Background: an optimization exercise with open tools, aiming at small area. Do not read the settings as production practice. The RTL was checked by simulation tests, not by an equivalence proof against the original design. Power figures rest on the tool's default switching activity, not on a simulated workload.

[flow/flow/run.sh]
#!/bin/bash
# The standard layout, with every port buffered by the smallest buffer instead of the one
# buffer_ports picks by default, and a clock tree of small clusters without dummy loads.
set -euo pipefail
C=sky130_fd_sc_hd__clkbuf_
export BUFFER_PORTS_ARGS="-buffer_cell sky130_fd_sc_hd__buf_1"
export CTS_ARGS="-sink_clustering_enable -repair_clock_nets -dont_use_dummy_load -buf_list ${C}8 -root_buf ${C}16 -tree_buf ${C}8 -sink_clustering_buffer ${C}4 -sink_clustering_size 8 -sink_clustering_max_diameter 50"
bash standard.sh > standard.log 2>&1
[flow/standard.sh]
#!/bin/bash
# synth_recipe.tcl (not shown) runs the flow's synth.tcl, then flattens the netlist and writes it again
# the make line also repeats each setting of config.mk as NAME=value (left out here)
make -C /OpenROAD-flow-scripts/flow DESIGN_CONFIG=/design/flow/config.mk WORK_HOME=/design/flow/orfs CLKGATE_MAP_FILE= SYNTH_SCRIPT=/design/flow/synth_recipe.tcl "${@:-finish}"
[flow/config.mk]
export PLATFORM = sky130hd
export DESIGN_NAME = sha256_msg_packer
export DESIGN_NICKNAME = sha256_msg_packer
export VERILOG_FILES = /design/flow/design.v
export SDC_FILE = /design/flow/constraint.sdc
export NUM_CORES = 4
export LEC_CHECK = 0
export CAP_MARGIN = 20
export CORE_AREA = 5 5 355 355
export DIE_AREA = 0 0 360 360
export SLEW_MARGIN = 20
export SYNTH_HIERARCHICAL = 1
export SYNTH_MINIMUM_KEEP_SIZE = 0
[flow/constraint.sdc]
create_clock -name core_clock -period 5.0 [get_ports {clk_i}]
set_input_delay 1.0000 -clock core_clock [delete_from_list [all_inputs] [get_ports {clk_i}]]
set_output_delay 1.0000 -clock core_clock [all_outputs]
set_load 0.01 [all_outputs]
[flow/design.v]
module sha256_msg_packer (
  input  logic         clk_i,
  input  logic         rst_ni,
  input  logic         in_valid_i,
  input  logic [7:0]   in_data_i,
  input  logic         in_last_i,
  output logic         in_ready_o,
  input  logic         start_empty_i,
  output logic         msg_valid_o,
  output logic [5:0]   byte_valid_o,
  output logic [439:0] msg_word_o,
  input  logic         hash_done_i,
  input  logic [255:0] fin_hash_i,
  output logic         digest_valid_o,
  output logic [255:0] digest_o,
  output logic         busy_o
);
  localparam int unsigned MaxBytes = 55;
  logic               in_ready_q;
  logic               busy_q;
  logic               msg_valid_q;
  logic               digest_valid_q;
  logic               last_q;
  logic               phase_q;
  logic [5:0]         cnt_q;
  logic [255:0]       digest_q;
  logic [7:0]         buf_q [MaxBytes];
  logic [7:0]         buf_d [MaxBytes];
  logic               accept;
  logic               close;
  logic               start_empty;
  logic               waiting;
  logic               cap;
  logic               keep;
  logic [MaxBytes-1:0] wr;
  logic [255:0]       digest_d;
  always_comb begin
    accept      = in_valid_i & in_ready_q;
    close       = accept & (in_last_i | (cnt_q == 6'(MaxBytes - 1)));
    start_empty = ~busy_q & start_empty_i & ~in_valid_i;
    waiting     = busy_q & ~in_ready_q & ~msg_valid_q & phase_q;
    cap         = waiting & hash_done_i;
    keep        = ~cap;
    for (int k = 0; k < MaxBytes; k++) wr[k] = accept & (cnt_q == 6'(k));
  end
  for (genvar k = 0; k < MaxBytes; k++) begin : g_byte
    for (genvar b = 0; b < 8; b++) begin : g_bit
      sha256_msg_packer_ao22 u_ao (
        .a1_i(wr[k]), .a2_i(in_data_i[b]), .b1_i(in_ready_q), .b2_i(buf_q[k][b]),
        .y_o(buf_d[k][b])
      );
    end
  end
  always_ff @(posedge clk_i) begin
    for (int k = 0; k < MaxBytes; k++) buf_q[k] <= buf_d[k];
  end
  for (genvar b = 0; b < 256; b++) begin : g_dig
    sha256_msg_packer_ao22 u_ao (
      .a1_i(cap), .a2_i(fin_hash_i[b]), .b1_i(keep), .b2_i(digest_q[b]), .y_o(digest_d[b])
    );
  end
  always_ff @(posedge clk_i or negedge rst_ni) begin
    if (!rst_ni) begin
      digest_q <= '0;
    end else begin
      digest_q <= digest_d;
    end
  end
  always_ff @(posedge clk_i or negedge rst_ni) begin
    if (!rst_ni) begin
      in_ready_q     <= 1'b0;
      busy_q         <= 1'b0;
      msg_valid_q    <= 1'b0;
      digest_valid_q <= 1'b0;
      last_q         <= 1'b0;
      phase_q        <= 1'b0;
      cnt_q          <= '0;
    end else begin
      msg_valid_q    <= 1'b0;
      digest_valid_q <= 1'b0;
      if (in_ready_q || !busy_q) begin
        in_ready_q <= 1'b1;
        if (accept) begin
          cnt_q  <= cnt_q + 6'd1;
          busy_q <= 1'b1;
          if (close) begin
            in_ready_q  <= 1'b0;
            msg_valid_q <= 1'b1;
            phase_q     <= 1'b0;
            last_q      <= in_last_i;
          end
        end else if (start_empty) begin
          in_ready_q <= 1'b0;
          busy_q     <= 1'b1;
          phase_q    <= 1'b0;
          last_q     <= 1'b1;
        end
      end else if (msg_valid_q) begin
        cnt_q <= '0;
      end else if (!phase_q) begin
        if (last_q) begin
          msg_valid_q <= 1'b1;
          phase_q     <= 1'b1;
        end else begin
          in_ready_q <= 1'b1;
        end
      end else if (hash_done_i) begin
        in_ready_q     <= 1'b1;
        busy_q         <= 1'b0;
        digest_valid_q <= 1'b1;
      end
    end
  end
  always_comb begin
    for (int k = 0; k < MaxBytes; k++) msg_word_o[439-8*k -: 8] = buf_q[k];
  end
  assign in_ready_o     = in_ready_q;
  assign msg_valid_o    = msg_valid_q;
  assign byte_valid_o   = cnt_q;
  assign digest_valid_o = digest_valid_q;
  assign digest_o       = digest_q;
  assign busy_o         = busy_q;
endmodule
module sha256_msg_packer_ao22 (
  input  logic a1_i,
  input  logic a2_i,
  input  logic b1_i,
  input  logic b2_i,
  output logic y_o
);
  assign y_o = (a1_i & a2_i) | (b1_i & b2_i);
endmodule
==> results of run 1 <==
## modules after synthesis, one instance, submodules excluded
module                  cells  area, um^2
sha256_msg_packer         851       16300
sha256_msg_packer_ao22      1        8.76
## synth_stat cells
cell type,count,share of area
a22o_1,696,0.27
dfxtp_1,440,0.39
dfrtp_1,268,0.30
nor2_1,44,0.0074
nand2_1,20,0.0034
nor2_2,14,0.0039
nand3_1,9,0.0020
inv_1,6,0.0010
buf_2,5,0.0011
o21ai_0,5,0.0011
ha_1,4,0.0022
a21oi_1,3,0.00067
buf_6,3,0.0015
nand4_1,3,0.00084
mux2i_1,2,0.00089
nand2b_1,2,0.00056
nand3b_1,2,0.00067
nor2b_1,2,0.00056
nor3_1,2,0.00045
or3_1,2,0.00056
a221o_1,1,0.00045
a2bb2oi_1,1,0.00039
a31oi_1,1,0.00028
and2_1,1,0.00028
buf_12,1,0.00089
buf_4,1,0.00034
nand2_2,1,0.00028
nand3_2,1,0.00045
nor3b_1,1,0.00034
nor4bb_1,1,0.00045
o211ai_1,1,0.00034
o31a_2,1,0.00045
o31ai_1,1,0.00034
or2_1,1,0.00028
or2_2,1,0.00028
## layout make-up
| type | instances | area share |
|---|---|---|
| well taps | 1625 | 0.0694 |
| flip-flops and latches | 708 | 0.530 |
| multi-input cells | 823 | 0.232 |
| inverters | 6 | 0.00103 |
| clock buffers | 107 | 0.0328 |
| repair buffers | 999 | 0.134 |
| diodes | 11 | 0.000940 |
## logic make-up (layout without fill, tap and decap cells)
logic type / after synthesis / after routing
buf+inv: 16 / 1112
fa+ha+maj: 4 / 4
flops: 708 / 708
compound gates: 710 / 710
simple gates: 107 / 107
mux: 2 / 2
other cells: 0 / 11
## state kept, by name, indices dropped and copies added, names as in the netlist
name,flops
last_q,1
msg_valid_q,1
in_ready_q,1
phase_q,1
digest_valid_q,1
buf_q,440
cnt_q,6
busy_q,1
digest_q,256
## power groups by stage
stage | Clock, mW | Combinational, mW | Sequential, mW
finish | 3.23 | 4.68 | 7.50
detailed placement | 0 | 4.80 | 7.60
global placement | 0 | 4.79 | 7.59
CTS | 3.39 | 4.85 | 7.49
global route | 3.57 | 4.99 | 7.63
floorplan | 0 | 1.46 | 8.26
## worst paths after layout
check / cells after the start / slack, ns / startpoint / to
max in group asynchronous: 2 / 3.40 / rst_ni / digest_q[40]
worst max register to register: 5 / 2.09 / in_ready_q / digest_q[53]
worst min register to register: 1 / 0.47 / buf_q[46][5] / buf_q[46][5]
min in group core_clock: 1 / 0.47 / buf_q[46][5] / buf_q[46][5]
worst max-delay path: 5 / 2.09 / in_ready_q / digest_q[53]
worst min-delay path: 1 / 0.41 / rst_ni / digest_q[153]
## through the flow
stage | TNS, ns | instance area (um^2)
after floorplan | -2181.81 | 22400
after global placement | 0 | 28300
after detailed placement | 0 | 28300
after CTS | 0 | 29300
after global routing | 0 | 29300
final | 0 | 29300
## layer usage
metal  vias to the layer above  GRT usage
met4                        18     0.0581
li1                       8370          -
met3                       165     0.0617
met2                       909      0.277
met1                      9435      0.201
met5                         -          0
## critical path: stages (launching register included)
cell and delay (ns):
dfrtp_4 0.78, nand2b_4 0.26, nor3_4 0.08, inv_8 0.42, buf_4 0.81, a22o_1 0.24
==> impl.org, run 1 <==
** Yosys
- The Yosys step of the flow raised 10 warnings.
- The number of different library cells used by synthesis comes to 35.
- Simple-gate area share of the yosys netlist :: 0.0226
- Syn Std Cell Area :: around 0.022 mm^2
- The compound-cell area share of the yosys netlist came to 0.276.
- Measured against the total synthesized area, the mux share comes to 0.000894.
- Of the total synthesized cell area, the portion taken by full adders, half adders and majority gates is 0.00224.
- After synthesis, the largest family of logic cells by area is compound AO/OA/AOI/OAI gates.
- Nets in the synthesized netlist :: 1,821
- Average cell area after synthesis :: 14.5 um^2
- Counting flops and latches in the post-synthesis netlist gives 708.
- Synthesis handed over a netlist of between 1,500 and 2,000 instances.
- Of the total synthesized cell area, the portion taken by XOR and XNOR cells is 0.
- For this run, the register share of the synthesized area comes to 0.693.

** CTS
- Number of buffers on the longest clock path :: 3
- Clock-pin slew was measured on the worst setup and hold paths at about 0.10 ns.
- In this run, post-CTS repair resized a total of 0 instances.
- Counting the buffers created by CTS gives approximately 110.
- Clock tree synthesis selected as its root buffer the cell clkbuf_16.
- Counting every sink on the clock net gives 708.
- Post-CTS setup-driven buffer insertion count :: 0
- Hold-fix buffer count after cts :: 0
- CTS tree :: done
- The clock tree synthesis step divided the H-tree into 3 levels.
- At the later pin of the worst-skew pair, clock insertion delay measures roughly 0.65 ns.

** Critical path
- Kind of critical path :: reg -> reg
- Sort of element at the end of the critical path :: flop
- The worst setup path is launched from a flop.
- STA puts the critical path data required time at about 5.5 ns.
- For the worst setup path, the data arrival time is around 3.4 ns.
- Maximum fanout count along the critical path :: between 100 and 150

** Pwr
- For this design the static power due to leakage is 11.7 nW.
- Worst voltage drop across the vdd grid :: between 0.0002 and 0.0003 V
- Switching power of the nets :: around 6 mW
- For this design the ratio of total power to cell area is 526 mW/mm^2.
- Internal power contribution :: between 9 and 10 mW
- The share of total power dissipated in sequential elements is 0.487.
- Of the total power, the clock network draws 0.210.
- Total power draw :: around 15 mW
- Proportion of total power due to net switching :: 0.391
- Combinational Power Share :: 0.304

** Routing
- Across all layers, the routed design uses about 19,000 vias.
- DR vias/cell :: between 4 and 5
- Aggregate routed wire length :: between 100 and 150 mm
- The routed design uses 54.3 mm of met2 wire.
- Wire length on met1 :: roughly 46 mm
- The detail route stage leaves a number of antenna-violating nets equal to 0.
- Number of iterations in the first detailed-routing pass :: 5
- Summed over all nets, wire length on met3 after detailed routing comes to 10.5 mm.
- Final routed DRC violation total :: 0
- For this block, the initial DRC count from the detailed router was 1,344.
- Detail-routed net length per standard cell :: ~27 um
- After detailed routing, no signal wire sits above met5.

** Floorplan
- The die covers ~0.13 mm^2.
- Io pins :: a little under 1,000
- The total area inside the core boundary comes to roughly 0.12 mm^2.
- For this configuration, the core starts out at a cell density of 0.184.
- Die span in y :: 360 um
- In this run the horizontal extent of the chip is between 300 and 400 um.
- Site row count :: around 130

** Placed design
- Detailed Place HPWL :: around 83 mm
- Routability cong. :: 0.903
- During placement, the flow inserted port buffers numbering between 900 and 1,000.
- Number of placed instances, taps included :: around 4,200
- Worst slack at placement :: between 1.5 and 2 ns

** STA
- Unrepaired setup endpoints after global routing :: no
- Fin. Hold Viols :: 0
- In the finished design, the share of the clock period the worst path needs comes to 0.581.
- Setup slack of the critical path after layout :: between 2 and 2.5 ns
- For the pin with the worst max-slew slack, the measured transition is approximately 1.2 ns.
- Setup violations remaining at the end of the flow were counted as 0.
- Final count of pins violating max slew :: 0
- The clock arrives with between 0.06 and 0.07 ns of skew.
- Relative max-transition margin :: 0.217
- Final worst path period need :: 2.91 ns
- Hold is met by 0.413 ns.
- Highest clock frequency the design can meet :: 344 MHz

** Global routing
- The initial antenna violation count came to 23.
- For this run, the total global-route usage over all layers was measured as 0.167.
- Total global routing overflow :: 0
- Pin count of the biggest net entering global routing :: approximately 230
- Number of global-route vias before repair :: roughly 19,000
- The first global-routing pass estimated between 150 and 200 mm of wire.

** Final layout
- The library cell used most frequently in the layout, excluding fill and tap cells, is buf_1.
- The multi-input combinational cells in the finished layout cover a total of 0.00679 mm^2.
- Of the cells placed in the final design, the portion with a size suffix greater than 1 is 0.0624.
- The finished layout holds about 4,300 standard cells, fillers aside.
- Post-layout net count :: just under 3,000
- From synthesis to final layout, the design area changed by 30.8%.
- Once layout is complete, the utilization of the core stands at 0.241.
- Counting the fill cells in the layout gives between 10,000 and 15,000.
- The top cell types in the final layout, fill and taps aside, are buf_1 (966), a22o_1 (696), dfxtp_1 (440).
- Registers take approximately 0.016 mm^2.

** Run status
- Status :: timing/DRC/antenna clean

** Min path
- HP Class :: in -> async

** Run
- Number of max-capacitance violations reported :: 0
==> run 2: changes to the inputs <==
--- a/flow/flow/run.sh
+++ b/flow/flow/run.sh
@@ -4,5 +4,6 @@
 set -euo pipefail
 C=sky130_fd_sc_hd__clkbuf_
 export BUFFER_PORTS_ARGS="-buffer_cell sky130_fd_sc_hd__buf_1"
+export PLACE_PINS_ARGS="-min_distance 1 -min_distance_in_tracks"
 export CTS_ARGS="-sink_clustering_enable -repair_clock_nets -dont_use_dummy_load -buf_list ${C}8 -root_buf ${C}16 -tree_buf ${C}8 -sink_clustering_buffer ${C}4 -sink_clustering_size 8 -sink_clustering_max_diameter 50"
 bash standard.sh > standard.log 2>&1
--- a/flow/config.mk
+++ b/flow/config.mk
@@ -6,8 +6,8 @@
 export NUM_CORES = 4
 export LEC_CHECK = 0
 export CAP_MARGIN = 20
-export CORE_AREA = 5 5 355 355
-export DIE_AREA = 0 0 360 360
+export CORE_AREA = 5 5 195 195
+export DIE_AREA = 0 0 200 200
 export SLEW_MARGIN = 20
 export SYNTH_HIERARCHICAL = 1
 export SYNTH_MINIMUM_KEEP_SIZE = 0
==> impl.org, run 2 <==
** CTS
- Hold-fix buffer count after cts :: 0 (unchanged)
- The maximum buffer depth of the clock tree is 3 (unchanged).
- The total number of clock tree sinks came to 708 (unchanged).
- The number of levels the H-tree was split into is 3 (unchanged).
- The clock tree from TritonCTS is done (unchanged).
- Clock-pin transition on the worst setup and hold timing paths :: 0.08 ns (was 0.10 ns)
- Root Driver :: clkbuf_16 (unchanged)
- The number of post-CTS setup repair buffers was 0 (unchanged).
- The total CTS buffers is 98 (was 107).
- Post-CTS Resized :: 0 (unchanged)
- Clock latency of the later-clocked register in the worst-skew pair :: 0.57 ns (was 0.65 ns)

** Routing
- The number of optimization iterations in the first detailed-route pass came to 6 (was 5).
- DR vias :: 19,727 (was 18,897)
- The remaining number of nets flagged by the antenna check after routing came to 0 (unchanged).
- Detail-routed net length per standard cell :: 27.5 um (was 26.8 um)
- The number of DRC markers after the initial detailed-route iteration came to 1,884 (was 1,344).
- DR vias/cell :: 6.35 (was 4.42)
- The post-detailed-routing wire length was 85.4 mm (was 115 mm).
- The post-route DRC violation count came to 0 (unchanged).

** STA
- Final worst path period need :: 3.15 ns (was 2.91 ns)
- Post-route clock skew :: 0.0367 ns (was 0.0694 ns)
- Unrepaired setup endpoints after global routing :: no (unchanged)
- The count of endpoints failing hold in the final timing report was 0 (unchanged).
- The total of endpoints with negative setup slack in the final report came to 0 (unchanged).
- Sum of negative setup slack :: 0 ns (unchanged)
- The normalized max-slew margin is 0.196 (was 0.217).
- Final count of pins violating max slew :: 0 (unchanged)
- Highest clock frequency the design can meet :: 317 MHz (was 344 MHz)
- The final critical-path share of the clock period was 0.631 (was 0.581).
- Transition time of the tightest slew-check pin :: 1.21 ns (was 1.17 ns)

** Global routing
- The number of global-route vias before repair is 18,875 (was 19,069).
- The initial antenna violation count was 17 (was 23).
- The global-route total usage across every layer came to 0.397 (was 0.167).
- Wire length of the first global-routing pass :: 121 mm (was 156 mm)
- Pin count of the biggest net entering global routing :: 257 (was 228)
- Total global routing overflow :: 0 (unchanged)

** Final layout
- The number of flip-flops in the largest register was 440 (unchanged).
- The ratio of cells with drive above 1 in the final layout is 0.0552 (was 0.0624).
- Post-layout net count :: 2,902 (was 2,919)
- The share of the core filled with cells in the final layout came to 0.779 (was 0.241).
- Leading cell types in the layout, fill and taps excluded :: buf_1 (966), a22o_1 (696), dfxtp_1 (440) (unchanged)
- Register bank with the most flops :: buf_q (unchanged)
- The most frequent standard cell in the layout excluding fill and tap cells is buf_1 (unchanged).
- Filler cell count in the final layout :: 2,420 (was 13,182)
- Layout area overhead :: 23.7% (was 30.8%)
- Top flop regs :: buf_q: 440 flops, digest_q: 256 flops, cnt_q: 6 flops (unchanged)

** Yosys
- The fraction of registers with async set/reset came to 0.379 (unchanged).
- The parity-gate share of the synthesized area counting xor and xnor cells came to 0 (unchanged).
- The dominant cell by count in the synthesized netlist is a22o_1 (unchanged).
- The number of synthesis warnings came to 10 (unchanged).
- Area share of the leading cell type in the synthesized netlist :: 0.393 (unchanged)
- Average cell area after synthesis :: 14.5 um^2 (unchanged)
- The net count of the mapped netlist is 1,821 (unchanged).
- The post-synthesis instance area came to 0.0224 mm^2 (unchanged).
- Cell type contributing the most total cell area after synthesis :: dfxtp_1 (unchanged)
- Sequential element share of the synthesized area :: 0.693 (unchanged)
- The compound-cell area share of the yosys netlist came to 0.276 (unchanged).
- The predominant post-synthesis flop cell is dfxtp_1 (unchanged).
- The register bit count reported by yosys came to 708 (unchanged).
- Simple-gate area share of the yosys netlist :: 0.0226 (unchanged)
- Dominant combinational cell family by area after synthesis :: compound AO/OA/AOI/OAI gates (unchanged)
- Top post-synthesis cells by count: a22o_1 (696), dfxtp_1 (440), dfrtp_1 (268) (unchanged).
- The number of standard cells after synthesis was 1,547 (unchanged).
- Post-synthesis mux area share :: 0.000894 (unchanged)
- Top post-synthesis cells by area: dfxtp_1 (39%), dfrtp_1 (30%), a22o_1 (27%) (unchanged).
- The number of synthesized flops with an enable pin is 0 (unchanged).
- Post-synth cell types :: 35 (unchanged)
- Adder-Cell Fraction of Synth Area :: 0.00224 (unchanged)

** Floorplan
- The total I/O pin count was 976 (unchanged).
- The effective utilization at floorplan came to 0.629 (was 0.184).
- The horizontal die dimension came to 200 um (was 360 um).
- Die Outline Area :: 0.0400 mm^2 (was 0.130 mm^2)
- The standard cell core area was 0.0356 mm^2 (was 0.122 mm^2).
- The standard-cell row count came to 69 (was 128).
- Die span in y :: 200 um (was 360 um)

** Min path
- Worst hold path cell count :: 1
- Hold_sp :: buf_q[9][4]
- The class of the worst hold path was reg -> reg (was in -> async).
- The worst hold path terminates at buf_q[9][4].

** Critical path
- Maximum fanout count along the critical path :: 101 (was 105)
- The setup slack on the worst flop-to-flop path came to 1.85 ns (was 2.09 ns).
- Critical Path Start Type :: flop (unchanged)
- R2r endpoint :: buf_q[9][1] (was digest_q[53])
- Required @ worst endpoint :: 5.47 ns (was 5.54 ns)
- Logic depth of the worst register-to-register path :: 4 (was 5)
- Sort of element at the end of the critical path :: flop (unchanged)
- CP Data Arrival Time :: 3.63 ns (was 3.44 ns)
- FF-to-FF Start :: in_ready_q (unchanged)
- Kind of critical path :: reg -> reg (unchanged)

** Placed design
- Detailed Place HPWL :: 60.4 mm (was 83.3 mm)
- I/O Buffers :: 975 (unchanged)
- Routability cong. :: 1.00 (was 0.903)

** Pwr
- The reported leakage power is 11.6 nW (was 11.7 nW).
- The power density relative to cell area is 527 mW/mm^2 (was 526 mW/mm^2).
- The worst IR drop on VDD was 0.000500 V (was 0.000291 V).

** Run status
- Status: timing/DRC/antenna clean (unchanged).

** Run
- The total of max-cap violations came to 0 (unchanged).
-- run 2: cell count changes in the layout (fill, tap and decap cells not counted), moves of 2 or more --
cell / change
clkbuf_2: +8
clkbuf_4: -16
buf_4: -8
diode_2: +10
or3_1: +2
or3_2: -2
-- run 2: area by class of cell --
class | count | area, um^2 | share of cell area
diodes | 21 | 52.6 | 0.00190
inverters | 6 | 30.0 | 0.00108
flip-flops and latches | 708 | 15500 | 0.560
repair buffers | 991 | 3850 | 0.139
well taps | 461 | 577 | 0.0208
clock buffers | 98 | 893 | 0.0323
multi-input cells | 823 | 6780 | 0.245
-- run 2: through the flow --
| step | std cells | setup slack, ns | instance area (um^2) | hold WS, ns | total power [mW] |
|---|---|---|---|---|---|
| floorplan | 1547 | -8.52 | 22400 | 0.481 | 9.72 |
| global placement | 2989 | 2.01 | 26700 | 0.450 | 11.5 |
| detailed placement | 2989 | 1.92 | 26700 | 0.451 | 11.6 |
| CTS | 3087 | 1.91 | 27600 | 0.474 | 14.5 |
| global route | 3099 | 1.64 | 27700 | 0.483 | 15.2 |
| finish | 3108 | 1.85 | 27700 | 0.469 | 14.6 |
-- run 2: worst max-delay path by stage --
stage	startpoint	endpoint	slack [ns]	cells past startpoint
floorplan	in_ready_q	digest_q[0]	-8.52	5
global placement	in_valid_i	buf_q[9][3]	2.01	5
detailed placement	in_valid_i	buf_q[9][1]	1.92	5
CTS	in_ready_q	buf_q[9][6]	1.91	4
global route	in_ready_q	buf_q[9][6]	1.64	4
finish	in_ready_q	buf_q[9][1]	1.85	4
-- run 2: kinds of logic after synthesis --
| kind of cell | after synthesis |
|---|---|
| AO/OA/AOI/OAI | 710 |
| flip-flops | 708 |
| AND/OR/NAND/NOR | 107 |
| buffers and inverters | 16 |
| adder cells (fa/ha/maj) | 4 |
| multiplexers | 2 |
-- run 2: critical path: stages (launching register included) --
cell and delay [ns]:
dfrtp_4 1.10, nand2_2 0.22, or3_1 0.83, nor2_1 0.64, a22o_1 0.24
-- run 2: routing by layer --
layer  wire [um]  vias to the layer above  GRT usage
met2       36500                     1380      0.561
met1       29200                     9645      0.467
li1            -                     8343          -
met4        7150                       10      0.309
met3       12400                      349      0.186
met5         141                        -     0.0167
-- run 2: Yosys stat by module, one instance, submodules excluded --
module                  times used  flops+latches  cells inside
sha256_msg_packer                1            708           851
sha256_msg_packer_ao22         696              0             1
-- run 2: report_power, final --
group / switching (mW) / internal, mW
Sequential: 0.763 / 6.73
Clock: 1.79 / 1.15
Combinational: 2.75 / 1.40
==> run 3: changes to the inputs <==
--- a/flow/config.mk
+++ b/flow/config.mk
@@ -6,8 +6,9 @@
 export NUM_CORES = 4
 export LEC_CHECK = 0
 export CAP_MARGIN = 20
-export CORE_AREA = 5 5 195 195
-export DIE_AREA = 0 0 200 200
+export CORE_AREA = 5 5 245 245
+export DIE_AREA = 0 0 250 250
+export PLACE_DENSITY = 0.85
 export SLEW_MARGIN = 20
 export SYNTH_HIERARCHICAL = 1
 export SYNTH_MINIMUM_KEEP_SIZE = 0
==> impl.org, run 3 <==
** Final layout
- The number of flip-flops in the largest register was 440 (unchanged).
- Leading cell types in the layout, fill and taps excluded: buf_1 (966), a22o_1 (696), dfxtp_1 (440) (unchanged).
- Layout area overhead :: 25.9% (was 23.7%)
- The ratio of cells with drive above 1 in the final layout is 0.0599 (was 0.0552).
- The number of nets at the end of the flow came to 2,915 (was 2,902).
- Top flop regs :: buf_q: 440 flops, digest_q: 256 flops, cnt_q: 6 flops (unchanged)
- Final Util :: 0.491 (was 0.779)
- Leading cell type in the layout, fill and taps excluded :: buf_1 (unchanged)
- The register with the highest flop count is buf_q (unchanged).

** Routing
- The mean number of vias per cell is 5.75 (was 6.35).
- Detail-routed net length per standard cell :: 25.7 um (was 27.5 um)
- Iter 0 DRT Violations :: 2,101 (was 1,884)
- The remaining number of nets flagged by the antenna check after routing came to 0 (unchanged).
- Number of iterations in the first detailed-routing pass :: 16 (was 6)
- The post-detailed-routing wire length is 87.7 mm (was 85.4 mm).
- DR vias :: 19,643 (was 19,727)
- The post-route DRC violation count is 0 (unchanged).

** Floorplan
- The overall die height was 250 um (was 200 um).
- Horizontal die dimension :: 250 um (was 200 um)
- Site row count :: 88 (was 69)
- The effective utilization at floorplan is 0.390 (was 0.629).
- Die Outline Area :: 0.0625 mm^2 (was 0.0400 mm^2)
- The total I/O pin count was 976 (unchanged).
- CORE AREA :: 0.0574 mm^2 (was 0.0356 mm^2)

** Yosys
- Top post-synthesis cells by count :: a22o_1 (696), dfxtp_1 (440), dfrtp_1 (268) (unchanged)
- Syn Std Cell Area :: 0.0224 mm^2 (unchanged)
- Prevailing post-synth register cell :: dfxtp_1 (unchanged)
- The fraction of registers with async set/reset is 0.379 (unchanged).
- Sequential element share of the synthesized area :: 0.693 (unchanged)
- The most area-hungry cell type in the Yosys netlist was dfxtp_1 (unchanged).
- Count of flip-flops with a built-in enable after synthesis :: 0 (unchanged)
- Synth Warn # :: 10 (unchanged)
- Average cell area after synthesis :: 14.5 um^2 (unchanged)
- Top post-synthesis cells by area: dfxtp_1 (39%), dfrtp_1 (30%), a22o_1 (27%) (unchanged).
- The dominant cell by count in the synthesized netlist is a22o_1 (unchanged).
- The area fraction of the dominant cell type after synthesis is 0.393 (unchanged).
- The register bit count reported by yosys is 708 (unchanged).
- The unique cell type count in the Yosys netlist was 35 (unchanged).
- The net count of the mapped netlist came to 1,821 (unchanged).
- Cell count after synthesis :: 1,547 (unchanged)

** STA
- Final worst path period need :: 3.17 ns (was 3.15 ns)
- Unrepaired setup endpoints after global routing: no (unchanged).
- The worst clock skew came to 0.0609 ns (was 0.0367 ns).
- The normalized max-slew margin is 0.265 (was 0.196).
- Highest clock frequency the design can meet :: 315 MHz (was 317 MHz)
- Fin. Hold Viols :: 0 (unchanged)
- Transition time of the tightest slew-check pin :: 1.10 ns (was 1.21 ns)
- The final critical-path share of the clock period came to 0.634 (was 0.631).
- The worst path setup slack after routing came to 1.83 ns (was 1.85 ns).
- Setup-failing EPs final :: 0 (unchanged)
- Final count of pins violating max slew :: 0 (unchanged)

** CTS
- The clock tree from TritonCTS was done (unchanged).
- The number of hold-repair buffers added at the cts stage was 0 (unchanged).
- Post-CTS setup-driven buffer insertion count :: 0 (unchanged)
- The number of gates given a new drive strength after cts came to 0 (unchanged).
- Clock latency of the later-clocked register in the worst-skew pair :: 0.61 ns (was 0.57 ns)
- The total CTS buffers is 107 (was 98).
- The maximum buffer depth of the clock tree is 3 (unchanged).
- The clock transition at the registers of the reported paths was 0.08 ns (about the same).
- The number of levels the H-tree was split into was 3 (unchanged).
- The cell chosen for the clock root is clkbuf_16 (unchanged).
- Number of sinks handled by clock tree synthesis :: 708 (unchanged)

** Global routing
- Pin count of the biggest net entering global routing :: 257 (unchanged)
- The total grt overflow was 0 (unchanged).
- Overall track demand over capacity in global routing :: 0.261 (was 0.397)
- Number of global-route vias before repair :: 18,968 (was 18,875)
- The initial antenna violation count was 18 (was 17).
- Wire length of the first global-routing pass :: 126 mm (was 121 mm)

** Critical path
- The highest-delay cell along the critical path was buf_4 (was dfrtp_4).
- The data required time of the critical path came to 4.00 ns (was 5.47 ns).
- Critical Path Start Type :: flop (unchanged)
- The arrival time of the worst setup path is 2.17 ns (was 3.63 ns).
- Sort of element at the end of the critical path :: output port (was flop)
- The start of the worst register-to-register path was in_ready_q (unchanged).
- The cell type group with the largest total delay on the critical path was buffers and inverters (was simple AND/OR/NAND/NOR gates).
- The critical path buffer and inverter count came to 2 (was 0).
- Logic depth of the worst register-to-register path :: 6 (was 4)
- The total stage count of the critical path was 2 (was 4).
- Series of cell instances along the critical path: buf_4 > buf_1 (was nand2_2 > or3_1 > nor2_1 > a22o_1).
- The worst setup path category was reg -> out (was reg -> reg).
- Maximum fanout count along the critical path :: 110 (was 101)
- First element of the critical path :: in_ready_q (unchanged)
- The highest cell delay on the worst timing path came to 0.83 ns (was 1.10 ns).

** Run status
- Status: timing/DRC/antenna clean (unchanged).

** Pwr
- The net switching share of the total power is 0.364 (was 0.363).
- Total power draw :: 14.8 mW (was 14.6 mW)
- Switching power of the nets :: 5.38 mW (was 5.30 mW)
- The internal power component came to 9.39 mW (was 9.29 mW).
- Worst voltage drop across the vdd grid :: 0.000333 V (was 0.000500 V)
- Combinational Power Share :: 0.290 (was 0.284)
- The clock network fraction of design power came to 0.209 (was 0.202).
- The reported leakage power is 11.6 nW (about the same).
- The power density relative to cell area was 524 mW/mm^2 (was 527 mW/mm^2).
- Share of total power in sequential cells :: 0.501 (was 0.514)

** Placed design
- The routability-driven placement congestion ratio was 1.01 (was 1.00).
- I/O Buffers :: 975 (unchanged)
- Worst slack at placement :: 1.78 ns (was 1.92 ns)
- Detailed Place HPWL :: 61.5 mm (was 60.4 mm)

** Min path
- The start point of the worst hold path is buf_q[22][3] (was buf_q[9][4]).
- The cell depth of the worst min-delay path came to 1 (unchanged).
- The class of the worst hold path was reg -> reg (unchanged).

** Run
- Number of max-capacitance violations reported :: 0 (unchanged)
-- run 3: path summary, 6_finish.rpt --
| kind | slack (ns) | endpoint |
|---|---|---|
| worst min-delay path | 0.47 | buf_q[22][3] |
| worst max-delay path | 1.83 | in_ready_o |
| worst min register to register | 0.47 | buf_q[22][3] |
| worst max register to register | 1.97 | digest_q[236] |
| min in group asynchronous | 0.48 | digest_q[40] |
| max in group asynchronous | 3.29 | digest_q[169] |
-- run 3: per-stage QoR --
step | setup TNS, ns | hold WS (ns) | area (um^2) | cells
global route | 0 | 0.480 | 28200 | 3408
CTS | 0 | 0.468 | 28100 | 3403
global placement | 0 | 0.451 | 27200 | 3296
finish | 0 | 0.467 | 28200 | 3417
floorplan | -2181.81 | 0.481 | 22400 | 1547
detailed placement | 0 | 0.451 | 27200 | 3296
-- run 3: layout make-up --
class                      instances  area [um^2]
tap                              765          957
fill                            5056        29200
multi-input combinational        823         6780
inverter                           6         30.0
antenna                           13         32.5
clock buffer                     107          961
timing repair buffer             995         3890
sequential                       708        15500
-- run 3: kinds of logic (layout without fill, tap and decap cells) --
| logic type | Yosys count | count (layout) | share of synthesized area |
|---|---|---|---|
| AO/OA/AOI/OAI | 710 | 710 | 0.276 |
| adder cells (fa/ha/maj) | 4 | 4 | 0.00224 |
| flip-flops | 708 | 708 | 0.693 |
| multiplexers | 2 | 2 | 0.000894 |
| other | 0 | 13 | 0 |
| buffers and inverters | 16 | 1108 | 0.00486 |
| AND/OR/NAND/NOR | 107 | 107 | 0.0226 |
-- run 3: per-module statistics from Yosys, one instance, submodules excluded --
| module | flops+latches | cell area [um^2] | copies in the design |
|---|---|---|---|
| sha256_msg_packer | 708 | 16300 | 1 |
| sha256_msg_packer_ao22 | 0 | 8.76 | 696 |
-- run 3: power by group through the flow --
stage | clock (mW) | sequential [mW] | combinational, mW
floorplan | 0 | 8.26 | 1.46
global placement | 0 | 7.45 | 4.20
detailed placement | 0 | 7.50 | 4.20
CTS | 3.19 | 7.38 | 4.25
global route | 3.40 | 7.52 | 4.52
finish | 3.09 | 7.40 | 4.28
-- run 3: metal layers --
layer	wire (um)	track usage
met5	106	0
met4	4980	0.144
met3	13500	0.130
met2	36500	0.370
met1	32600	0.325
==> run 4: changes to the inputs <==
--- a/flow/config.mk
+++ b/flow/config.mk
@@ -8,7 +8,6 @@
 export CAP_MARGIN = 20
 export CORE_AREA = 5 5 245 245
 export DIE_AREA = 0 0 250 250
-export PLACE_DENSITY = 0.85
 export SLEW_MARGIN = 20
 export SYNTH_HIERARCHICAL = 1
 export SYNTH_MINIMUM_KEEP_SIZE = 0
==> impl.org, run 4 <==
** Final layout
- FF/Latch Area :: 0.0155 mm^2 (unchanged)
- Top flop regs :: buf_q: 440 flops, digest_q: 256 flops, cnt_q: 6 flops (unchanged)
- Leading cell types in the layout, fill and taps excluded :: buf_1 (966), a22o_1 (696), dfxtp_1 (440) (unchanged)
- The share of the core filled with cells in the final layout came to 0.489 (was 0.491).
- The post-synthesis to final-layout area growth came to 25.3% (was 25.9%).
- Number of flip-flops under the largest register name :: 440 (unchanged)
- The number of nets at the end of the flow came to 2,903 (was 2,915).
- The register with the highest flop count is buf_q (unchanged).
- Area used by multi-input combinational logic :: 0.00678 mm^2 (unchanged)
- The layout filler cell count is 5,328 (was 5,056).
- The ratio of cells with drive above 1 in the final layout is 0.0556 (was 0.0599).
- The area of all placed cells without fillers is 0.0281 mm^2 (was 0.0282 mm^2).
- The most frequent standard cell in the layout excluding fill and tap cells was buf_1 (unchanged).

** Min path
- Worst hold path cell count :: 1 (unchanged)
- Hold_sp :: buf_q[30][4] (was buf_q[22][3])
- The class of the worst hold path is reg -> reg (unchanged).

** Critical path
- Setup slack of the worst register-to-register path :: 2.02 ns (was 1.97 ns)
- The destination of the worst register-to-register timing path was digest_q[227] (was digest_q[236]).
- The total stage count of the critical path is 5 (was 2).
- The critical path capture point type is a flop (was output port).
- The data required time of the critical path was 5.51 ns (was 4.00 ns).
- Peak per-stage delay on the critical path :: 0.95 ns (was 0.83 ns)
- Cell with the largest stage delay on the worst path :: dfrtp_4 (was buf_4)
- The nature of the critical path startpoint is a flop (unchanged).
- Maximum fanout count along the critical path :: 193 (was 110)
- Kind of critical path :: reg -> reg (was reg -> out)
- Logic depth of the worst register-to-register path :: 5 (was 6)
- Count of buffer and inverter cells on the critical path :: 2 (unchanged)
- Series of cell instances along the critical path :: nand2b_4 > nor3_4 > inv_8 > buf_4 > a22o_1 (was buf_4 > buf_1)
- The arrival time of the worst setup path was 3.49 ns (was 2.17 ns).
- First element of the critical path :: in_ready_q (unchanged)
- Delay-heaviest family, CP :: buffers and inverters (unchanged)
- The endpoint of the worst setup timing path is digest_q[227] (was in_ready_o).
- The start of the worst register-to-register path is in_ready_q (unchanged).

** Yosys
- The predominant post-synthesis flop cell is dfxtp_1 (unchanged).
- Top post-synthesis cells by count: a22o_1 (696), dfxtp_1 (440), dfrtp_1 (268) (unchanged).
- Sequential element share of the synthesized area :: 0.693 (unchanged)
- Top post-synthesis cells by area: dfxtp_1 (39%), dfrtp_1 (30%), a22o_1 (27%) (unchanged).
- The number of synthesized flops with an enable pin came to 0 (unchanged).
- Dominant cell by count in the synthesized netlist :: a22o_1 (unchanged)
- The unique cell type count in the Yosys netlist is 35 (unchanged).
- The fraction of registers with async set/reset is 0.379 (unchanged).
- Cell type contributing the most total cell area after synthesis :: dfxtp_1 (unchanged)
- Nets in the synthesized netlist :: 1,821 (unchanged)
- The post-synthesis instance area was 0.0224 mm^2 (unchanged).
- The register bit count reported by yosys was 708 (unchanged).
- Synth Warn # :: 10 (unchanged)
- The mean area per synthesized cell is 14.5 um^2 (unchanged).
- The area fraction of the dominant cell type after synthesis came to 0.393 (unchanged).
- Cell count after synthesis :: 1,547 (unchanged)

** Placed design
- Detailed Place HPWL :: 64.2 mm (was 61.5 mm)
- The number of buffers added on ports is 975 (unchanged).
- Routability cong. :: 1.00 (was 1.01)
- Placed cell area :: 0.0271 mm^2 (was 0.0272 mm^2)

** Pwr
- Combinational Power Share :: 0.288 (was 0.290)
- The register share of total power was 0.507 (was 0.501).
- Leakage power total :: 11.6 nW (about the same)
- The net switching power was 5.44 mW (was 5.38 mW).
- Relative contribution of the clock network to total power :: 0.205 (was 0.209)
- The power density relative to cell area came to 525 mW/mm^2 (was 524 mW/mm^2).
- Internal power contribution :: 9.29 mW (was 9.39 mW)
- The net switching share of the total power came to 0.369 (was 0.364).
- The worst IR drop on VDD was 0.000399 V (was 0.000333 V).

** STA
- The final critical-path share of the clock period is 0.596 (was 0.634).
- Setup-failing EPs final :: 0 (unchanged)
- The count of pins over their slew limit is 0 (unchanged).
- Fin. Hold Viols :: 0 (unchanged)
- The worst slack on hold paths is 0.473 ns (was 0.467 ns).
- Highest clock frequency the design can meet :: 336 MHz (was 315 MHz)
- The worst clock skew is 0.0322 ns (was 0.0609 ns).
- Relative max-transition margin :: 0.188 (was 0.265)
- Final worst path period need :: 2.98 ns (was 3.17 ns)
- Unrepaired setup endpoints after global routing: no (unchanged).
- Transition time of the tightest slew-check pin :: 1.22 ns (was 1.10 ns)

** Global routing
- Number of antenna violations at the first check in global routing :: 32 (was 18)
- The global-route total usage across every layer was 0.272 (was 0.261).
- Pin count of the biggest net entering global routing :: 257 (unchanged)
- The global-route wire length before repair was 131 mm (was 126 mm).
- Number of global-route vias before repair :: 18,555 (was 18,968)
- Total global routing overflow :: 0 (unchanged)

** Floorplan
- The die area was 0.0625 mm^2 (unchanged).
- The standard-cell row count is 88 (unchanged).
- The total I/O pin count was 976 (unchanged).
- Starting density of the core :: 0.390 (unchanged)
- Horizontal die dimension :: 250 um (unchanged)
- The overall die height came to 250 um (unchanged).
- CORE AREA :: 0.0574 mm^2 (unchanged)

** CTS
- The total number of clock tree sinks is 708 (unchanged).
- Hold-fix buffer count after cts :: 0 (unchanged)
- Clock latency of the later-clocked register in the worst-skew pair :: 0.59 ns (was 0.61 ns)
- The clock transition at the registers of the reported paths is 0.09 ns (was 0.08 ns).
- CTS tree :: done (unchanged)
- The total CTS buffers is 99 (was 107).
- The number of post-CTS setup repair buffers was 0 (unchanged).
- The cell chosen for the clock root was clkbuf_16 (unchanged).
- Post-CTS Resized :: 0 (unchanged)
- Number of H-tree branching levels :: 3 (unchanged)
- The maximum buffer depth of the clock tree came to 3 (unchanged).

** Run status
- Status :: timing/DRC/antenna clean (unchanged)

** Run
- Number of max-capacitance violations reported :: 0 (unchanged)

** Routing
- The post-detailed-route wirelength per cell was 26.9 um (was 25.7 um).
- Aggregate routed wire length :: 91.5 mm (was 87.7 mm)
- Number of iterations in the first detailed-routing pass :: 6 (was 16)
- DR vias :: 19,385 (was 19,643)
- The post-route DRC violation count was 0 (unchanged).
- The mean number of vias per cell was 5.69 (was 5.75).
- Antenna-violating nets left :: 0 (unchanged)
- The number of DRC markers after the initial detailed-route iteration came to 1,948 (was 2,101).
-- run 4: cell types whose count changed in the layout (fill, tap and decap cells not counted) --
cell and delta:
buf_16 -1, clkbuf_4 -8, clkbuf_2 -1, buf_12 -1, buf_4 -1, diode_2 +1
-- run 4: worst register-to-register path, delay by kind of cell, from the launching register on --
kind                   cells  cell delay (ns)
buffers and inverters      2             1.34
AND/OR/NAND/NOR            2             0.38
flip-flops                 1             0.95
AO/OA/AOI/OAI              1             0.26
-- run 4: per-module statistics from Yosys (local to each module, per instance) --
| module | cells | times used | flip-flops and latches | area, um^2 |
|---|---|---|---|---|
| sha256_msg_packer | 851 | 1 | 708 | 16300 |
| sha256_msg_packer_ao22 | 1 | 696 | 0 | 8.76 |
-- run 4: power groups by stage --
stage	Combinational (mW)	Sequential, mW	Clock [mW]
2_1_floorplan	1.46	8.26	0
3_3_place_gp	4.16	7.54	0
3_5_place_dp	4.19	7.58	0
4_1_cts	4.24	7.45	3.12
5_1_grt	4.48	7.60	3.36
6_report	4.24	7.47	3.02
-- run 4: worst min path at each step --
stage,slack (ns),to
floorplan,0.48,last_q
global placement,0.45,buf_q[52][0]
detailed placement,0.45,buf_q[19][6]
CTS,0.48,buf_q[29][4]
global route,0.49,buf_q[7][4]
finish,0.47,buf_q[30][4]
-- run 4: per-layer routing --
layer | wire length, um | track usage | share of wire
met3 | 14100 | 0.161 | 0.15
met5 | 268 | 0 | 0.0029
met4 | 3220 | 0.0962 | 0.035
met2 | 37800 | 0.384 | 0.41
met1 | 36000 | 0.346 | 0.39
-- run 4: cell type report --
type,instances,area share
sequential,708,0.553
multi-input combinational,823,0.242
timing repair buffer,991,0.137
tap,765,0.0341
clock buffer,99,0.0321
antenna,14,0.00125
inverter,6,0.00107
-- run 4: stage by stage --
stage                     TNS (ns)  instances  setup slack (ns)  total power, mW
final                            0       3406              2.02             14.7
after global routing             0       3394              1.69             15.4
after CTS                        0       3392              1.90             14.8
after detailed placement         0       3293              1.86             11.8
after global placement           0       3293              1.95             11.7
after floorplan           -2181.81       1547             -8.52             9.72
-- run 4: logic make-up after synthesis --
family	share of synthesized area
flip-flops	0.693
AND/OR/NAND/NOR	0.0226
adder cells (fa/ha/maj)	0.00224
buffers and inverters	0.00486
AO/OA/AOI/OAI	0.276
multiplexers	0.000894
==> run 5: changes to the inputs <==
==> flow/flow/run.sh (replaced) <==
#!/bin/bash
# The standard layout, with every port buffered by the smallest buffer instead of the one
# buffer_ports picks by default, and a clock tree of small clusters without dummy loads.
set -euo pipefail
C=sky130_fd_sc_hd__clkbuf_
export BUFFER_PORTS_ARGS="-buffer_cell sky130_fd_sc_hd__buf_1"
export PLACE_PINS_ARGS="-min_distance 1 -min_distance_in_tracks"
export CTS_ARGS="-sink_clustering_enable -repair_clock_nets -dont_use_dummy_load -buf_list ${C}4 -root_buf ${C}16 -tree_buf ${C}4 -sink_clustering_buffer ${C}4 -sink_clustering_size 8 -sink_clustering_max_diameter 50"
bash standard.sh > standard.log 2>&1
==> impl.org, run 5 <==
** STA
- The final critical-path required period came to 2.98 ns (unchanged).
- The maximum clock frequency came to 336 MHz (unchanged).
- Transition time of the tightest slew-check pin :: 1.22 ns (unchanged)
- The count of pins over their slew limit came to 0 (unchanged).
- The total negative setup slack was 0 ns (unchanged).
- Unrepaired setup endpoints after global routing: no (unchanged).
- The final critical-path share of the clock period was 0.596 (unchanged).
- Setup-failing EPs final :: 0 (unchanged)
- The count of endpoints failing hold in the final timing report came to 0 (unchanged).
- The worst clock skew was 0.0322 ns (unchanged).
- Relative max-transition margin :: 0.188 (unchanged)

** Yosys
- Proportion of synthesized flip-flops having asynchronous set or reset :: 0.379 (unchanged)
- The number of standard cells after synthesis came to 1,547 (unchanged).
- The main combinational cell family by area after synthesis is compound AO/OA/AOI/OAI gates (unchanged).
- Area share of the leading cell type in the synthesized netlist :: 0.393 (unchanged)
- Complex-gate fraction of the synthesized area :: 0.276 (unchanged)
- The net count of the mapped netlist is 1,821 (unchanged).
- Count of flip-flops with a built-in enable after synthesis :: 0 (unchanged)
- The adder-cell area share of the yosys netlist came to 0.00224 (unchanged).
- Simple-gate area share of the yosys netlist :: 0.0226 (unchanged)
- The unique cell type count in the Yosys netlist was 35 (unchanged).
- The portion of netlist area occupied by mux cells is 0.000894 (unchanged).
- Cell type contributing the most total cell area after synthesis :: dfxtp_1 (unchanged)
- Post-synthesis xor/xnor area fraction :: 0 (unchanged)
- Prevailing post-synth register cell :: dfxtp_1 (unchanged)
- Sequential element share of the synthesized area :: 0.693 (unchanged)
- Average cell area after synthesis :: 14.5 um^2 (unchanged)
- The post-synthesis instance area is 0.0224 mm^2 (unchanged).
- Flip-flop and latch count after synthesis :: 708 (unchanged)
- Synth Warn # :: 10 (unchanged)
- Top post-synthesis cells by area :: dfxtp_1 (39%), dfrtp_1 (30%), a22o_1 (27%) (unchanged)
- The dominant cell by count in the synthesized netlist is a22o_1 (unchanged).
- Top post-synthesis cells by count: a22o_1 (696), dfxtp_1 (440), dfrtp_1 (268) (unchanged).

** Pwr
- Relative contribution of the clock network to total power :: 0.205 (about the same)
- The register share of total power was 0.507 (about the same).
- Internal power contribution :: 9.29 mW (unchanged)
- Switching power of the nets :: 5.44 mW (unchanged)
- The reported leakage power was 11.6 nW (unchanged).
- The power density relative to cell area came to 525 mW/mm^2 (unchanged).
- Proportion of total power due to net switching :: 0.369 (unchanged)
- Combinational Power Share :: 0.288 (about the same)
- Worst voltage drop across the vdd grid :: 0.000399 V (unchanged)

** Critical path
- Maximum fanout count along the critical path :: 193 (unchanged)
- Cell with the largest stage delay on the worst path :: dfrtp_4 (unchanged)
- Sort of element at the end of the critical path :: flop (unchanged)
- The worst setup path category was reg -> reg (unchanged).
- The setup slack on the worst flop-to-flop path came to 2.02 ns (about the same).
- The nature of the critical path startpoint was a flop (unchanged).
- Count of buffer and inverter cells on the critical path :: 2 (unchanged)
- The data required time of the critical path came to 5.51 ns (about the same).
- CP Data Arrival Time :: 3.49 ns (about the same)
- Series of cell instances along the critical path: nand2b_4 > nor3_4 > inv_8 > buf_4 > a22o_1 (unchanged).
- Delay-heaviest family, CP :: buffers and inverters (unchanged)
- The highest cell delay on the worst timing path was 0.95 ns (about the same).

** CTS
- The number of hold-repair buffers added at the cts stage was 0 (unchanged).
- TritonCTS Buffers :: 99 (unchanged)
- The clock tree from TritonCTS was done (unchanged).
- The clock transition at the registers of the reported paths is 0.09 ns (about the same).
- The total number of clock tree sinks is 708 (unchanged).
- The number of gates given a new drive strength after cts is 0 (unchanged).
- Clock latency of the later-clocked register in the worst-skew pair :: 0.59 ns (about the same)
- Post-CTS setup-driven buffer insertion count :: 0 (unchanged)
- The number of levels the H-tree was split into was 3 (unchanged).
- Root Driver :: clkbuf_16 (unchanged)
- The maximum buffer depth of the clock tree came to 3 (unchanged).

** Floorplan
- The die area is 0.0625 mm^2 (unchanged).
- The standard-cell row count came to 88 (unchanged).
- The horizontal die dimension was 250 um (unchanged).
- Starting density of the core :: 0.390 (unchanged)
- The standard cell core area was 0.0574 mm^2 (unchanged).
- The total I/O pin count is 976 (unchanged).
- Die span in y :: 250 um (unchanged)

** Final layout
- Register bank with the most flops :: buf_q (unchanged)
- Number of flip-flops under the largest register name :: 440 (unchanged)
- Final Util :: 0.489 (unchanged)
- The post-synthesis to final-layout area growth came to 25.3% (unchanged).
- Top flop regs: buf_q: 440 flops, digest_q: 256 flops, cnt_q: 6 flops (unchanged).
- Leading cell type in the layout, fill and taps excluded :: buf_1 (unchanged)
- The layout filler cell count was 5,328 (unchanged).
- The number of nets at the end of the flow is 2,903 (unchanged).
- The ratio of cells with drive above 1 in the final layout was 0.0556 (unchanged).
- Final std cells w/o fill :: 3,406 (unchanged)
- Leading cell types in the layout, fill and taps excluded :: buf_1 (966), a22o_1 (696), dfxtp_1 (440) (unchanged)

** Min path
- The class of the worst hold path was reg -> reg (unchanged).

** Placed design
- The number of instances in the placed design came to 3,293 (unchanged).
- The number of buffers added on ports was 975 (unchanged).
- Detailed Place HPWL :: 64.2 mm (unchanged)
- Routability cong. :: 1.00 (unchanged)

** Global routing
- The global-route wire length before repair was 131 mm (unchanged).
- The total grt overflow is 0 (unchanged).
- The initial antenna violation count is 32 (unchanged).
- Number of global-route vias before repair :: 18,555 (unchanged)
- The maximum number of pins on one net before global-route repair was 257 (unchanged).
- The global-route total usage across every layer came to 0.272 (unchanged).

** Routing
- Aggregate routed wire length :: 91.5 mm (unchanged)
- The number of DRC markers after the initial detailed-route iteration came to 1,948 (unchanged).
- Final routed DRC violation total :: 0 (unchanged)
- The remaining number of nets flagged by the antenna check after routing came to 0 (unchanged).
- The post-detailed-route wirelength per cell is 26.9 um (unchanged).
- The mean number of vias per cell came to 5.69 (unchanged).
- The count of vias placed by the detailed router was 19,385 (unchanged).
- Number of iterations in the first detailed-routing pass :: 6 (unchanged)

** Run
- Number of max-capacitance violations reported :: 0 (unchanged)

** Run status
- Status :: timing/DRC/antenna clean (unchanged)
[run 5: final cells by class]
class	count	area, um^2	share of cell area
repair buffers	991	3830	0.137
inverters	6	30.0	0.00107
flip-flops and latches	708	15500	0.553
clock buffers	99	901	0.0321
multi-input cells	823	6780	0.242
well taps	765	957	0.0341
diodes	14	35.0	0.00125
[run 5: per-layer routing]
layer | track usage | vias to the layer above | routed length [um]
li1 | - | 8345 | -
met1 | 0.346 | 9486 | 36000
met2 | 0.384 | 1300 | 37800
met3 | 0.161 | 216 | 14100
met4 | 0.0962 | 38 | 3220
met5 | 0 | - | 268
[run 5: per-stage QoR]
stage	power, mW	setup slack [ns]	instance area, um^2	hold WS (ns)
3_5_place_dp	11.8	1.86	27100	0.451
2_1_floorplan	9.72	-8.52	22400	0.481
6_report	14.7	2.02	28100	0.473
3_3_place_gp	11.7	1.95	27100	0.451
5_1_grt	15.4	1.69	28000	0.485
4_1_cts	14.8	1.90	28000	0.475
[run 5: power groups by stage]
| stage | clock, mW | sequential [mW] | combinational (mW) |
|---|---|---|---|
| after global routing | 3.36 | 7.60 | 4.48 |
| after floorplan | 0 | 8.26 | 1.46 |
| after CTS | 3.12 | 7.45 | 4.24 |
| after global placement | 0 | 7.54 | 4.16 |
| final | 3.02 | 7.47 | 4.24 |
| after detailed placement | 0 | 7.58 | 4.19 |
[run 5: logic make-up after synthesis]
family / count (synthesis)
adders and majority gates: 4
AOI/OAI and AO/OA: 710
DFF: 708
and+or+nand+nor: 107
muxes: 2
buffers and inverters: 16
[run 5: worst paths after layout]
path / startpoint / cells after the start / endpoint
worst min register to register: buf_q[30][4] / 1 / buf_q[30][4]
min in group asynchronous: rst_ni / 1 / cnt_q[0]
max in group asynchronous: rst_ni / 2 / digest_q[250]
worst max register to register: in_ready_q / 5 / digest_q[227]
worst min-delay path: buf_q[30][4] / 1 / buf_q[30][4]
worst max-delay path: in_ready_q / 5 / digest_q[227]
[run 5: modules after synthesis (local to each module, per instance)]
module / cell area, um^2 / cells inside / flops+latches
sha256_msg_packer: 16300 / 851 / 708
sha256_msg_packer_ao22: 8.76 / 1 / 0
==> run 6: changes to the inputs <==
==> flow/flow/run.sh (replaced) <==
#!/bin/bash
# The standard layout, with every port buffered by the smallest buffer instead of the one
# buffer_ports picks by default, and a clock tree of small clusters without dummy loads.
set -euo pipefail
C=sky130_fd_sc_hd__clkbuf_
export BUFFER_PORTS_ARGS="-buffer_cell sky130_fd_sc_hd__buf_1"
export PLACE_PINS_ARGS="-min_distance 1 -min_distance_in_tracks"
export CTS_ARGS="-sink_clustering_enable -repair_clock_nets -dont_use_dummy_load -buf_list ${C}4 -root_buf ${C}4 -tree_buf ${C}4 -sink_clustering_buffer ${C}4 -sink_clustering_size 8 -sink_clustering_max_diameter 50"
bash standard.sh > standard.log 2>&1
--- a/flow/config.mk
+++ b/flow/config.mk
@@ -5,9 +5,9 @@
 export SDC_FILE = /design/flow/constraint.sdc
 export NUM_CORES = 4
 export LEC_CHECK = 0
-export CAP_MARGIN = 20
+export CAP_MARGIN = 0
 export CORE_AREA = 5 5 245 245
 export DIE_AREA = 0 0 250 250
-export SLEW_MARGIN = 20
+export SLEW_MARGIN = 0
 export SYNTH_HIERARCHICAL = 1
 export SYNTH_MINIMUM_KEEP_SIZE = 0
==> impl.org, run 6 <==
** CTS
- Clock latency of the later-clocked register in the worst-skew pair :: 0.88 ns (was 0.59 ns)
- CTS tree :: done (unchanged)
- Post-CTS setup-driven buffer insertion count :: 0 (unchanged)
- The number of gates given a new drive strength after cts is 0 (unchanged).
- The clock transition at the registers of the reported paths came to 0.09 ns (about the same).
- Number of buffers on the longest clock path :: 3 (unchanged)
- Number of H-tree branching levels :: 3 (unchanged)
- TritonCTS Buffers :: 99 (unchanged)
- Root Driver :: clkbuf_4 (was clkbuf_16)
- The number of hold-repair buffers added at the cts stage was 0 (unchanged).
- Number of sinks handled by clock tree synthesis :: 708 (unchanged)

** Yosys
- Post-synth cell types :: 35 (unchanged)
- Dominant cell by count in the synthesized netlist :: a22o_1 (unchanged)
- The net count of the mapped netlist was 1,821 (unchanged).
- Top post-synthesis cells by count: a22o_1 (696), dfxtp_1 (440), dfrtp_1 (268) (unchanged).
- The most area-hungry cell type in the Yosys netlist is dfxtp_1 (unchanged).
- The register bit count reported by yosys is 708 (unchanged).
- The number of standard cells after synthesis was 1,547 (unchanged).
- The share of synthesized area occupied by flip-flops and latches was 0.693 (unchanged).
- Synth Warn # :: 10 (unchanged)
- Area share of the leading cell type in the synthesized netlist :: 0.393 (unchanged)
- Top post-synthesis cells by area: dfxtp_1 (39%), dfrtp_1 (30%), a22o_1 (27%) (unchanged).
- Average cell area after synthesis :: 14.5 um^2 (unchanged)
- The fraction of registers with async set/reset is 0.379 (unchanged).
- Count of flip-flops with a built-in enable after synthesis :: 0 (unchanged)
- The predominant post-synthesis flop cell is dfxtp_1 (unchanged).
- Syn Std Cell Area :: 0.0224 mm^2 (unchanged)

** Global routing
- Pin count of the biggest net entering global routing :: 257 (unchanged)
- The total grt overflow came to 0 (unchanged).
- Overall track demand over capacity in global routing :: 0.272 (about the same)
- Wire length of the first global-routing pass :: 131 mm (about the same)
- The number of global-route vias before repair was 18,532 (was 18,555).
- Number of antenna violations at the first check in global routing :: 33 (was 32)

** Floorplan
- Die span in y :: 250 um (unchanged)
- The standard cell core area is 0.0574 mm^2 (unchanged).
- The die area is 0.0625 mm^2 (unchanged).
- Site row count :: 88 (unchanged)
- The effective utilization at floorplan came to 0.390 (unchanged).
- The horizontal die dimension is 250 um (unchanged).
- The total I/O pin count came to 976 (unchanged).

** Routing
- Aggregate routed wire length :: 91.6 mm (was 91.5 mm)
- DR vias/cell :: 5.68 (was 5.69)
- The number of DRC markers after the initial detailed-route iteration came to 1,938 (was 1,948).
- The post-route DRC violation count came to 0 (unchanged).
- Detail-routed net length per standard cell :: 26.9 um (about the same)
- The count of vias placed by the detailed router was 19,362 (was 19,385).
- The remaining number of nets flagged by the antenna check after routing came to 0 (unchanged).
- Number of iterations in the first detailed-routing pass :: 5 (was 6)

** STA
- Setup-failing EPs final :: 0 (unchanged)
- Unrepaired setup endpoints after global routing :: no (unchanged)
- Period utilisation layout :: 0.638 (was 0.596)
- The normalized max-slew margin was 0.153 (was 0.188).
- The worst path setup slack after routing came to 1.81 ns (was 2.02 ns).
- Transition time of the tightest slew-check pin :: 1.27 ns (was 1.22 ns)
- Fin. Hold Viols :: 0 (unchanged)
- The worst slack on hold paths is 0.288 ns (was 0.473 ns).
- The count of pins over their slew limit was 0 (unchanged).
- The final critical-path required period is 3.19 ns (was 2.98 ns).
- The worst clock skew was 0.0755 ns (was 0.0322 ns).
- Highest clock frequency the design can meet :: 313 MHz (was 336 MHz)

** Critical path
- Kind of critical path :: reg -> out (was reg -> reg)
- The launching instance or port of the critical path is in_ready_q (unchanged).
- The nature of the critical path startpoint is a flop (unchanged).
- The setup slack on the worst flop-to-flop path is 1.99 ns (was 2.02 ns).
- Count of buffer and inverter cells on the critical path :: 1 (was 2)
- Cell with the largest stage delay on the worst path :: dfrtp_4 (unchanged)
- Series of cell instances along the critical path: buf_1 (was nand2b_4 > nor3_4 > inv_8 > buf_4 > a22o_1).
- Peak per-stage delay on the critical path :: 0.94 ns (was 0.95 ns)
- The number of cell instances on the worst register-to-register path was 5 (unchanged).
- The destination of the worst register-to-register timing path is digest_q[115] (was digest_q[227]).
- Maximum fanout count along the critical path :: 79 (was 193)
- FF-to-FF Start :: in_ready_q (unchanged)
- CP Data Arrival Time :: 2.19 ns (was 3.49 ns)
- The cell type group with the largest total delay on the critical path is flip-flops (was buffers and inverters).
- Required @ worst endpoint :: 4.00 ns (was 5.51 ns)
- The critical path capture point type is an output port (was flop).

** Final layout
- Top flop regs: buf_q: 440 flops, digest_q: 256 flops, cnt_q: 6 flops (unchanged).
- Share of final-layout standard cells stronger than drive strength 1 :: 0.0556 (unchanged)
- The area of all placed cells without fillers was 0.0279 mm^2 (was 0.0281 mm^2).
- The post-synthesis to final-layout area growth came to 24.6% (was 25.3%).
- The number of flip-flops in the largest register is 440 (unchanged).
- Leading cell types in the layout, fill and taps excluded :: buf_1 (966), a22o_1 (696), dfxtp_1 (440) (unchanged)
- The share of the core filled with cells in the final layout is 0.486 (was 0.489).
- FF/Latch Area :: 0.0155 mm^2 (unchanged)
- The register with the highest flop count is buf_q (unchanged).
- The most frequent standard cell in the layout excluding fill and tap cells is buf_1 (unchanged).
- The number of nets at the end of the flow was 2,903 (unchanged).
- The layout filler cell count came to 5,346 (was 5,328).
- The total area of multi-input combinational cells was 0.00678 mm^2 (unchanged).

** Placed design
- The half-perimeter wire length of the detailed placement result came to 64.2 mm (unchanged).
- The post-placement cell area was 0.0271 mm^2 (unchanged).
- The worst setup slack before clock tree synthesis is 1.86 ns (unchanged).
- I/O Buffers :: 975 (unchanged)
- Routability cong. :: 1.00 (unchanged)

** Pwr
- The power density relative to cell area was 518 mW/mm^2 (was 525 mW/mm^2).
- The reported leakage power is 11.5 nW (was 11.6 nW).
- The worst IR drop on VDD came to 0.000399 V (about the same).

** Run
- The total of max-cap violations was 0 (unchanged).

** Min path
- HP Class :: in -> async (was reg -> reg)

** Run status
- Status :: timing/DRC/antenna clean (unchanged)
-- run 6: per-module statistics from Yosys (local to each module, per instance) --
module                  flops+latches  times used
sha256_msg_packer                 708           1
sha256_msg_packer_ao22              0         696
-- run 6: stage by stage --
stage           TNS, ns  total power [mW]  instances
2_1_floorplan  -2181.81              9.72       1547
3_3_place_gp          0              11.7       3293
3_5_place_dp          0              11.8       3293
4_1_cts               0              14.5       3392
5_1_grt               0              15.2       3395
6_report              0              14.5       3407
-- run 6: cells by family after synthesis --
logic type | Yosys count | share of synthesized area
mux | 2 | 0.000894
flops | 708 | 0.693
compound gates | 710 | 0.276
fa+ha+maj | 4 | 0.00224
buf+inv | 16 | 0.00486
simple gates | 107 | 0.0226
-- run 6: layout make-up --
type | count | area share
Inverter | 6 | 0.00108
Antenna cell | 15 | 0.00135
Timing Repair Buffer | 991 | 0.137
Sequential cell | 708 | 0.556
Multi-Input combinational cell | 823 | 0.243
Tap cell | 765 | 0.0343
Clock buffer | 99 | 0.0266
-- run 6: worst max path at each step --
stage,endpoint,slack [ns],cells past startpoint
6_report,in_ready_o,1.81,1
2_1_floorplan,digest_q[0],-8.52,5
5_1_grt,in_ready_o,1.67,1
3_5_place_dp,buf_q[43][1],1.86,5
3_3_place_gp,digest_q[210],1.95,6
4_1_cts,in_ready_o,1.69,1
-- run 6: where the power goes --
group          total (mW)  leakage (nW)  internal (mW)  switching [mW]
Sequential           7.47          6.91           6.74           0.730
Clock                2.75         0.456          0.905            1.84
Combinational        4.24          4.12           1.40            2.85
Total                14.5          11.5           9.04            5.42
-- run 6: metal layers --
layer  share of wire  global-route usage  vias up
met4           0.035              0.0940       36
li1                -                   -     8346
met1            0.39               0.348     9510
met3            0.15               0.160      231
met5          0.0028                   0        -
met2            0.42               0.385     1239

==> what the ideal ports hide <==
In the flow no input, the clock included, has a driving cell. The finished layouts below were timed again as built, in two steps. Step 1 sets driving cells, clkbuf_16 on the clock port and buf_2 on the other inputs (assumed; they add their load-dependent delay and slew). Step 2 also shifts input and output timing later by t, the mid clock arrival at the registers, as if the neighbouring blocks saw the same clock. Three values: ideal ports, drivers, drivers and shift; two values: the first two.
run | shift t [ns] | setup WS [ns] | latest minus earliest clock arrival (ns)
run 1 | 0.678 | 2.093 / 2.093 / 1.658 | 0.071 / 0.071
run 2 | 0.605 | 1.846 / 1.846 / 1.770 | 0.039 / 0.039
run 3 | 0.627 | 1.828 / 1.765 / 1.792 | 0.091 / 0.091
run 4 | 0.615 | 2.022 / 1.997 / 1.792 | 0.053 / 0.053
run 5 | 0.615 | 2.022 / 1.997 / 1.792 | 0.053 / 0.053
run 6 | 0.877 | 1.809 / 1.758 / 1.786 | 0.107 / 0.107
After both steps setup and hold are still met in every run listed. The setup slack of run 1, which loses most, moves by 0.000 ns with the drivers and by -0.435 ns with both steps.
